Background: an optimization exercise with open tools, aiming at a short achievable clock period and few clock cycles per item. Do not read the settings as production practice. In this exercise RTL edits were held to simulation tests only and were not proved equivalent to the original. Power figures rest on the tool's default switching activity, not on a simulated workload.

==> 09-11: inputs <==
// cpu_alu_with_flags
module cpu_alu_with_flags (
    input  logic        aclk,
    input  logic        aresetn,
    input  logic        s_tvalid,
    output logic        s_tready,
    input  logic [39:0] s_tdata,
    output logic        m_tvalid,
    input  logic        m_tready,
    output logic [23:0] m_tdata
);
    logic        mc_done;
    logic        st_m1, st_f;
    logic        smul_r;
    logic [20:0] mul_u_rec, mul_s_rec, fix_rec;
    logic        busy0;             
    logic [20:0] p_rec_a, p_rec_b;
    logic        is_mul, is_mdiv, multi;
    cafl_alu u_alu (
        .s_tdata (s_tdata),
        .mu_done (st_m1 & !smul_r),
        .mu_rec  (mul_u_rec),
        .ms_done (st_m1 & smul_r),
        .ms_rec  (mul_s_rec),
        .f_done  (st_f),
        .f_rec   (fix_rec),
        .rec_a   (p_rec_a),
        .rec_b   (p_rec_b)
    );
    cafl_dec u_dec (
        .s_tdata (s_tdata),
        .is_mul  (is_mul),
        .is_mdiv (is_mdiv),
        .multi   (multi)
    );
    logic        rdy_r, ov_r, wp_r, rp_r;
    logic [1:0]  cnt_r;
    logic [20:0] q0a_r, q0b_r, q1a_r, q1b_r;
    logic        accept, take;
    logic [1:0]  cnt0, cnt1;        
    logic [4:0]  nxt_m0, nxt_m1, nxt_na, nxt;
    assign s_tready = rdy_r;
    assign accept   = s_tvalid & rdy_r & aresetn;
    assign take     = ov_r & m_tready;
    assign cnt0     = cnt_r - {1'b0, take};
    assign cnt1     = cnt_r + {1'b0, !take};
    assign nxt_m0 = {cnt1, 1'b1, !wp_r, cnt1 != 2'd2};
    assign nxt_m1 = {cnt0, cnt0 != 2'd0, wp_r, 1'b0};
    assign nxt_na = !aresetn ? {2'd0, 1'b0, 1'b0, 1'b1}
                  : mc_done  ? {cnt1, 1'b1, !wp_r, !busy0 & (cnt1 != 2'd2)}
  ...
export LEC_CHECK = 0
export CAP_MARGIN = 20
export CORE_MARGIN = 2
export CORE_UTILIZATION = 40
export SETUP_SLACK_MARGIN = 5
export SLEW_MARGIN = 20
export SYNTH_HIERARCHICAL = 1
export SYNTH_MINIMUM_KEEP_SIZE = 0
create_clock -name core_clock -period 9.0 [get_ports {aclk}]
standard.sh (not shown) runs the stock make flow with config.mk's settings and CLKGATE_MAP_FILE= SYNTH_SCRIPT=/design/flow/synth_recipe.tcl, a recipe that flattens the netlist after the stock synthesis.
==> flow/flow/run.sh <==
#!/bin/bash
# The standard layout (the standard.sh, standard synthesis included) with two
# changes to placement and timing repair: the input and output port buffers are
# sky130_fd_sc_hd__buf_4 cells instead of the slow delay buffer the platform
# picks, and timing repair may resize a cell to any drive strength, not only to
# cells of the same footprint. The make output goes to standard_flow.log; each
# ORFS step keeps its own log under orfs/logs.
set -euo pipefail
bash standard.sh MATCH_CELL_FOOTPRINT=0 \
    "BUFFER_PORTS_ARGS=-buffer_cell sky130_fd_sc_hd__buf_4" finish > standard_flow.log 2>&1
==> 08-28 (differences from 09-11) <==
--- a/flow/design.v
+++ b/flow/design.v
@@ -89,20 +89,20 @@
     assign sel[16] = g & oh[20];                    
     assign sel[17] = g & oh[21];                    
     assign sel[18] = g & (oh[30] | oh[31]);         
     assign sel[19] = g & oh[30];                    
     assign sel[20] = g & oh[31];                    
     assign sel[21] = g & (oh[25] | oh[26] | oh[27] | oh[28] | oh[29]);    
     assign sel[22] = g & div & s_zero;              
-    assign sel[23] = g & (oh[5] | oh[6]) & !s_zero;                      
+    assign sel[23] = g & oh[5] & !s_zero;                                
     assign sel[24] = g & (oh[7] | (oh[8] & !dneg)) & !s_zero;            
     assign sel[25] = g & oh[8] & dneg & !s_zero;                         
     assign sel[26] = g & !(oh[21] | oh[30] | oh[31] | oh[25] | oh[26] | oh[27] | oh[28]
                           | oh[29] | (div & s_zero));                    
-    assign sel[27] = g;
+    assign sel[27] = g & oh[6] & !s_zero;                                
 endmodule
 module cafl_arith (
     input  logic [15:0] d,
     input  logic [15:0] s,
     input  logic        ci,
     output logic [16:0] add0,
     output logic [16:0] add1,
@@ -112,15 +112,16 @@
     output logic [15:0] r_dec,
     output logic [15:0] r_neg,
     output logic [15:0] r_sm2,          
     output logic        z_add0,
     output logic        z_add1,
     output logic        z_sub1,
     output logic        z_sm2,
-    output logic        s_lt            
+    output logic        s_lt,           
+    output logic        a_lt            
 );
     function automatic logic sum_zero(input logic [15:0] a, input logic [15:0] b,
                                       input logic cin);
         logic [15:0] x, o;
         x = a ^ b;
         o = a | b;
         sum_zero = (x == {o[14:0], cin});
@@ -140,14 +141,22 @@
     cafl_add #(.W(16)) u_neg (.a(~d), .b(16'd0), .cin(1'b1), .sum(r_neg), .cout(c_neg));
     cafl_add #(.W(16)) u_sm2 (.a(d), .b({s[14:0], 1'b0}), .cin(1'b0), .sum(r_sm2), .cout(c_sm2));
     assign z_add0 = sum_zero(d, s, 1'b0);
     assign z_add1 = sum_zero(d, s, ci);
     assign z_sub1 = sum_zero(d, ~s, !ci);
     assign z_sm2  = sum_zero(d, {s[14:0], 1'b0}, 1'b0);
     assign s_lt   = (d[15] ^ s[15]) ? d[15] : sub0[16];
+    always_comb begin
+        case ({d[15], s[15]})
+            2'b00:   a_lt = sub0[16];
+            2'b01:   a_lt = !c_add0;
+            2'b10:   a_lt = c_add0 & !z_add0;
+            default: a_lt = !sub0[16] & (d != s);
+        endcase
+    end
 endmodule
 module cafl_shift (
     input  logic [15:0] d,
     input  logic [15:0] s,
     output logic [15:0] r_shl,
     output logic [15:0] r_shr,
     output logic [15:0] r_sar,
@@ -248,14 +257,15 @@
     input  logic [15:0] r_rol,
     input  logic [15:0] r_ror,
     input  logic        c_add0,
     input  logic        c_add1,
     input  logic        lt1,
     input  logic        bor1,
     input  logic        s_lt,
+    input  logic        a_lt,
     input  logic        z_add0,
     input  logic        z_add1,
     input  logic        z_sub1,
     input  logic        z_sm2,
     input  logic        s_zero,
     input  logic        d_zero,
     input  logic        d_eq_s,
@@ -268,25 +278,31 @@
     input  logic        z_sar,
     input  logic        z_btst,
     output logic [20:0] rec_a,
     output logic [20:0] rec_b
 );
     logic        k1;
     logic [15:0] res_a, res_b;
+    logic        sdiv_p1, sdiv_n1;
+    assign sdiv_p1 = (sel[27] & !d[15] & !s[15] & !lt1)
+                   | (sel[27] &  d[15] &  s[15] & (lt1 | d_eq_s));
+    assign sdiv_n1 = (sel[27] & !d[15] &  s[15] & c_add0)
+                   | (sel[27] &  d[15] & !s[15] & (!c_add0 | z_add0));
     logic        cy_a, cy_b, zf_a, zf_b;
     assign k1 = c_add0;
     always_comb begin
         res_a = ({16{sel[1]}}  & add0)
               | ({16{sel[2]}}  & add1)
               | ({16{sel[3]}}  & sub0)
               | ({16{sel[4]}}  & sub1)
               | ({16{sel[9]}}  & r_neg)
               | ({16{sel[10]}} & r_inc)
               | ({16{sel[11]}} & r_dec)
               | {15'd0, sel[23] & !lt1}
+              | {{15{sdiv_n1}}, sdiv_p1 | sdiv_n1}
               | ({16{sel[24] & lt1}} & d)
               | ({16{sel[24] & !lt1}} & sub0)
               | ({16{sel[25] & k1}} & add0)
               | ({16{sel[25] & !k1}} & r_sm2);
         res_b = ({16{sel[0]}}  & s)
               | ({16{sel[5]}}  & r_and)
               | ({16{sel[6]}}  & r_or)
@@ -311,14 +327,18 @@
              | (ms_done & ms_rec[16]);
         zf_a = (sel[1] & z_add0) | (sel[2] & z_add1)
              | (sel[3] & d_eq_s) | (sel[4] & z_sub1)
              | (sel[9] & d_zero)
              | (sel[10] & d_ones)
              | (sel[11] & d_one)
              | (sel[23] & lt1)
+             | (sel[27] & !d[15] & !s[15] & lt1)
+             | (sel[27] & !d[15] &  s[15] & !c_add0)
+             | (sel[27] &  d[15] & !s[15] & c_add0 & !z_add0)
+             | (sel[27] &  d[15] &  s[15] & !lt1 & !d_eq_s)
              | (sel[24] & lt1 & d_zero)
              | (sel[24] & !lt1 & d_eq_s)
              | (sel[25] & k1 & z_add0)
              | (sel[25] & !k1 & z_sm2);
         zf_b = (sel[0] & s_zero)
              | (sel[5] & z_and)
              | (sel[6] & z_or)
@@ -367,21 +387,21 @@
         .mc_done (mu_done | ms_done | f_done),
         .s_zero  (s_zero),
         .dneg    (d[15]),
         .sel     (sel)
     );
     logic [16:0] add0, add1, sub0, sub1;
     logic [15:0] r_inc, r_dec, r_neg, r_sm2;
-    logic        z_add0, z_add1, z_sub1, z_sm2, s_lt;
+    logic        z_add0, z_add1, z_sub1, z_sm2, s_lt, a_lt;
     cafl_arith u_arith (
         .d (d), .s (s), .ci (ci),
         .add0 (add0), .add1 (add1), .sub0 (sub0), .sub1 (sub1),
         .r_inc (r_inc), .r_dec (r_dec), .r_neg (r_neg), .r_sm2 (r_sm2),
         .z_add0 (z_add0), .z_add1 (z_add1), .z_sub1 (z_sub1), .z_sm2 (z_sm2),
-        .s_lt (s_lt)
+        .s_lt (s_lt), .a_lt (a_lt)
     );
     logic [15:0] r_shl, r_shr, r_sar, r_rol, r_ror;
     logic        z_shl, z_shr, z_sar, z_btst;
     cafl_shift u_shift (
         .d (d), .s (s),
         .r_shl (r_shl), .r_shr (r_shr), .r_sar (r_sar), .r_rol (r_rol), .r_ror (r_ror),
         .z_shl (z_shl), .z_shr (z_shr), .z_sar (z_sar), .z_btst (z_btst)
@@ -391,27 +411,26 @@
         .ms_rec (ms_rec), .f_done (f_done), .f_rec (f_rec),
         .d (d), .s (s),
         .add0 (add0[15:0]), .add1 (add1[15:0]), .sub0 (sub0[15:0]), .sub1 (sub1[15:0]),
         .r_inc (r_inc), .r_dec (r_dec), .r_neg (r_neg), .r_sm2 (r_sm2),
         .r_and (r_and), .r_or (r_or), .r_xor (r_xor), .r_not (r_not),
         .r_shl (r_shl), .r_shr (r_shr), .r_sar (r_sar), .r_rol (r_rol), .r_ror (r_ror),
         .c_add0 (add0[16]), .c_add1 (add1[16]), .lt1 (sub0[16]), .bor1 (sub1[16]),
-        .s_lt (s_lt),
+        .s_lt (s_lt), .a_lt (a_lt),
         .z_add0 (z_add0), .z_add1 (z_add1), .z_sub1 (z_sub1), .z_sm2 (z_sm2),
         .s_zero (s_zero), .d_zero (d_zero), .d_eq_s (d_eq_s), .d_ones (d_ones),
         .d_one (d_one), .z_and (z_and), .z_or (z_or),
         .z_shl (z_shl), .z_shr (z_shr), .z_sar (z_sar), .z_btst (z_btst),
         .rec_a (rec_a), .rec_b (rec_b)
     );
 endmodule
 module cafl_dec (
     input  logic [39:0] s_tdata,
     output logic        is_mul,
-    output logic        is_mdiv,
-    output logic        multi           
+    output logic        is_mdiv
 );
     logic [4:0]  op;
     logic [15:0] d, s;
     assign op = s_tdata[4:0];
     assign d  = s_tdata[20:5];
     assign s  = s_tdata[36:21];
     logic [31:0] oh;
@@ -420,20 +439,31 @@
     logic        c_dif2, c_sum2, lt2, k2;
     cafl_add #(.W(17)) u_dif2 (.a({1'b0, d}), .b(~{s, 1'b0}), .cin(1'b1),
                                .sum(dif2), .cout(c_dif2));
     cafl_add #(.W(17)) u_sum2 (.a({1'b0, d}), .b({s, 1'b0}), .cin(1'b0),
                                .sum(sum2), .cout(c_sum2));
     assign lt2 = !c_dif2;
     assign k2  = c_sum2 | sum2[16];
+    logic [16:0] dif3;
+    logic        c_dif3, z2;
+    logic [15:0] x2, o2;
+    assign x2 = d ^ {s[14:0], 1'b0};
+    assign o2 = d | {s[14:0], 1'b0};
+    assign z2 = (x2 == {o2[14:0], 1'b0});
+    cafl_add #(.W(17)) u_dif3 (.a({s, 1'b0}), .b(~{1'b1, d}), .cin(1'b1),
+                               .sum(dif3), .cout(c_dif3));
     logic q_ok;
     assign q_ok = ((oh[5] | oh[7] | (oh[8] & !d[15]) | (oh[6] & !d[15] & !s[15])) & lt2)
+                | (oh[6] & !d[15] &  s[15] & !c_sum2)
+                | (oh[6] &  d[15] & !s[15] & c_sum2)
+                | (oh[6] &  d[15] & !s[15] & sum2[16] & !z2)
+                | (oh[6] &  d[15] &  s[15] & !c_dif3)
                 | (oh[8] & d[15] & k2);
     assign is_mul  = oh[3] | oh[4] | oh[24];
     assign is_mdiv = (oh[5] | oh[6] | oh[7] | oh[8]) & (s != 16'd0) & !q_ok;
-    assign multi   = is_mul | is_mdiv;
 endmodule
 module cafl_div_cap (
     input  logic [39:0] s_tdata,
     output logic [15:0] a,
     output logic [15:0] b,
     output logic        negq,
     output logic        negr,
@@ -670,31 +700,30 @@
 );
     logic        mc_done;
     logic        st_m1, st_f;
     logic        smul_r;
     logic [20:0] mul_u_rec, mul_s_rec, fix_rec;
     logic        busy0;             
     logic [20:0] p_rec_a, p_rec_b;
-    logic        is_mul, is_mdiv, multi;
+    logic        is_mul, is_mdiv;
     cafl_alu u_alu (
         .s_tdata (s_tdata),
         .mu_done (st_m1 & !smul_r),
         .mu_rec  (mul_u_rec),
         .ms_done (st_m1 & smul_r),
         .ms_rec  (mul_s_rec),
         .f_done  (st_f),
         .f_rec   (fix_rec),
         .rec_a   (p_rec_a),
         .rec_b   (p_rec_b)
     );
     cafl_dec u_dec (
         .s_tdata (s_tdata),
         .is_mul  (is_mul),
-        .is_mdiv (is_mdiv),
-        .multi   (multi)
+        .is_mdiv (is_mdiv)
     );
     logic        rdy_r, ov_r, wp_r, rp_r;
     logic [1:0]  cnt_r;
     logic [20:0] q0a_r, q0b_r, q1a_r, q1b_r;
     logic        accept, take;
     logic [1:0]  cnt0, cnt1;        
     logic [4:0]  nxt_m0, nxt_m1, nxt_na, nxt;
@@ -706,16 +735,16 @@
     assign nxt_m0 = {cnt1, 1'b1, !wp_r, cnt1 != 2'd2};
     assign nxt_m1 = {cnt0, cnt0 != 2'd0, wp_r, 1'b0};
     assign nxt_na = !aresetn ? {2'd0, 1'b0, 1'b0, 1'b1}
                   : mc_done  ? {cnt1, 1'b1, !wp_r, !busy0 & (cnt1 != 2'd2)}
                              : {cnt0, cnt0 != 2'd0, wp_r, !busy0 & (cnt0 != 2'd2)};
     cafl_late u_late (
         .a   (accept),
-        .m   (multi),
-        .xm0 (nxt_m0),
+        .m   (is_mdiv),
+        .xm0 (is_mul ? nxt_m1 : nxt_m0),
         .xm1 (nxt_m1),
         .xna (nxt_na),
         .y   (nxt)
     );
     always_ff @(posedge aclk) begin
         {cnt_r, ov_r, wp_r, rdy_r} <= nxt;
         if (!aresetn) rp_r <= 1'b0;
==> run summary <==
Die width: 09-11 447.2 um; 08-28 450.5 um
Non-clock buffer count in the final layout: 09-11 684; 08-28 750
Largest net degree at the start of global routing: 09-11 156; 08-28 138
Non-Filler Cell Area, Final: 09-11 0.09543 mm^2; 08-28 0.09708 mm^2
Vias per inst: 09-11 5.799; 08-28 5.818
Total number of multi-input combinational cells: 09-11 7288; 08-28 7405
Gpl congestion: 09-11 0.9570; 08-28 0.9641
Result of the run: 09-11 complete, no violations; 08-28 complete, no violations
Worst reg-to-reg setup slack: 09-11 5040 ps; 08-28 4660 ps
Fmax: 09-11 0.2308 GHz; 08-28 0.2248 GHz
Logic pwr share: 09-11 63.4%; 08-28 62.9%
Maximum fanout count along the critical path: 09-11 29; 08-28 5
Met3 wire length: 09-11 27240 um; 08-28 29210 um
Testbench counts of 09-11, summed over its fixed seeds: cycles 9,730, items 8,000.
Testbench counts of 08-28, summed over its fixed seeds: cycles 9,456, items 8,000.

port drivers added, routing unchanged:
The results above use ideal ports. As a check the final layouts listed here were re-extracted and re-timed, cells and wires unchanged.
Step 1 sets driving cells, clkbuf_16 on the clock port and buf_2 on the other inputs (assumed; they add their load-dependent delay and slew).
Step 2 moves the port delays by t, midway between the first and last clock arrival at a register: inputs arrive t later, outputs are due t later. That takes back most of the time a late clock gives input paths.
a / b / c = no drivers / after step 1 / after step 2; a / b = the first two.
| run | t, ns | setup slack, ns | hold slack, ns | clock arrival spread, ns | worst register clock-pin slew, ns |
|---|---|---|---|---|---|
| 09-11 | 0.795 | 4.667 / 4.412 / 3.617 | 0.530 / 0.530 / 0.530 | 0.098 / 0.099 | 0.07 / 0.07 |
| 08-28 | 0.771 | 4.552 / 4.350 / 3.579 | 0.524 / 0.524 / 0.524 | 0.040 / 0.040 | 0.07 / 0.07 |
After both steps every run listed still meets setup and hold. For 09-11, which loses most, drivers alone change the setup slack by -0.255 ns; drivers and shift together by -1.050 ns.
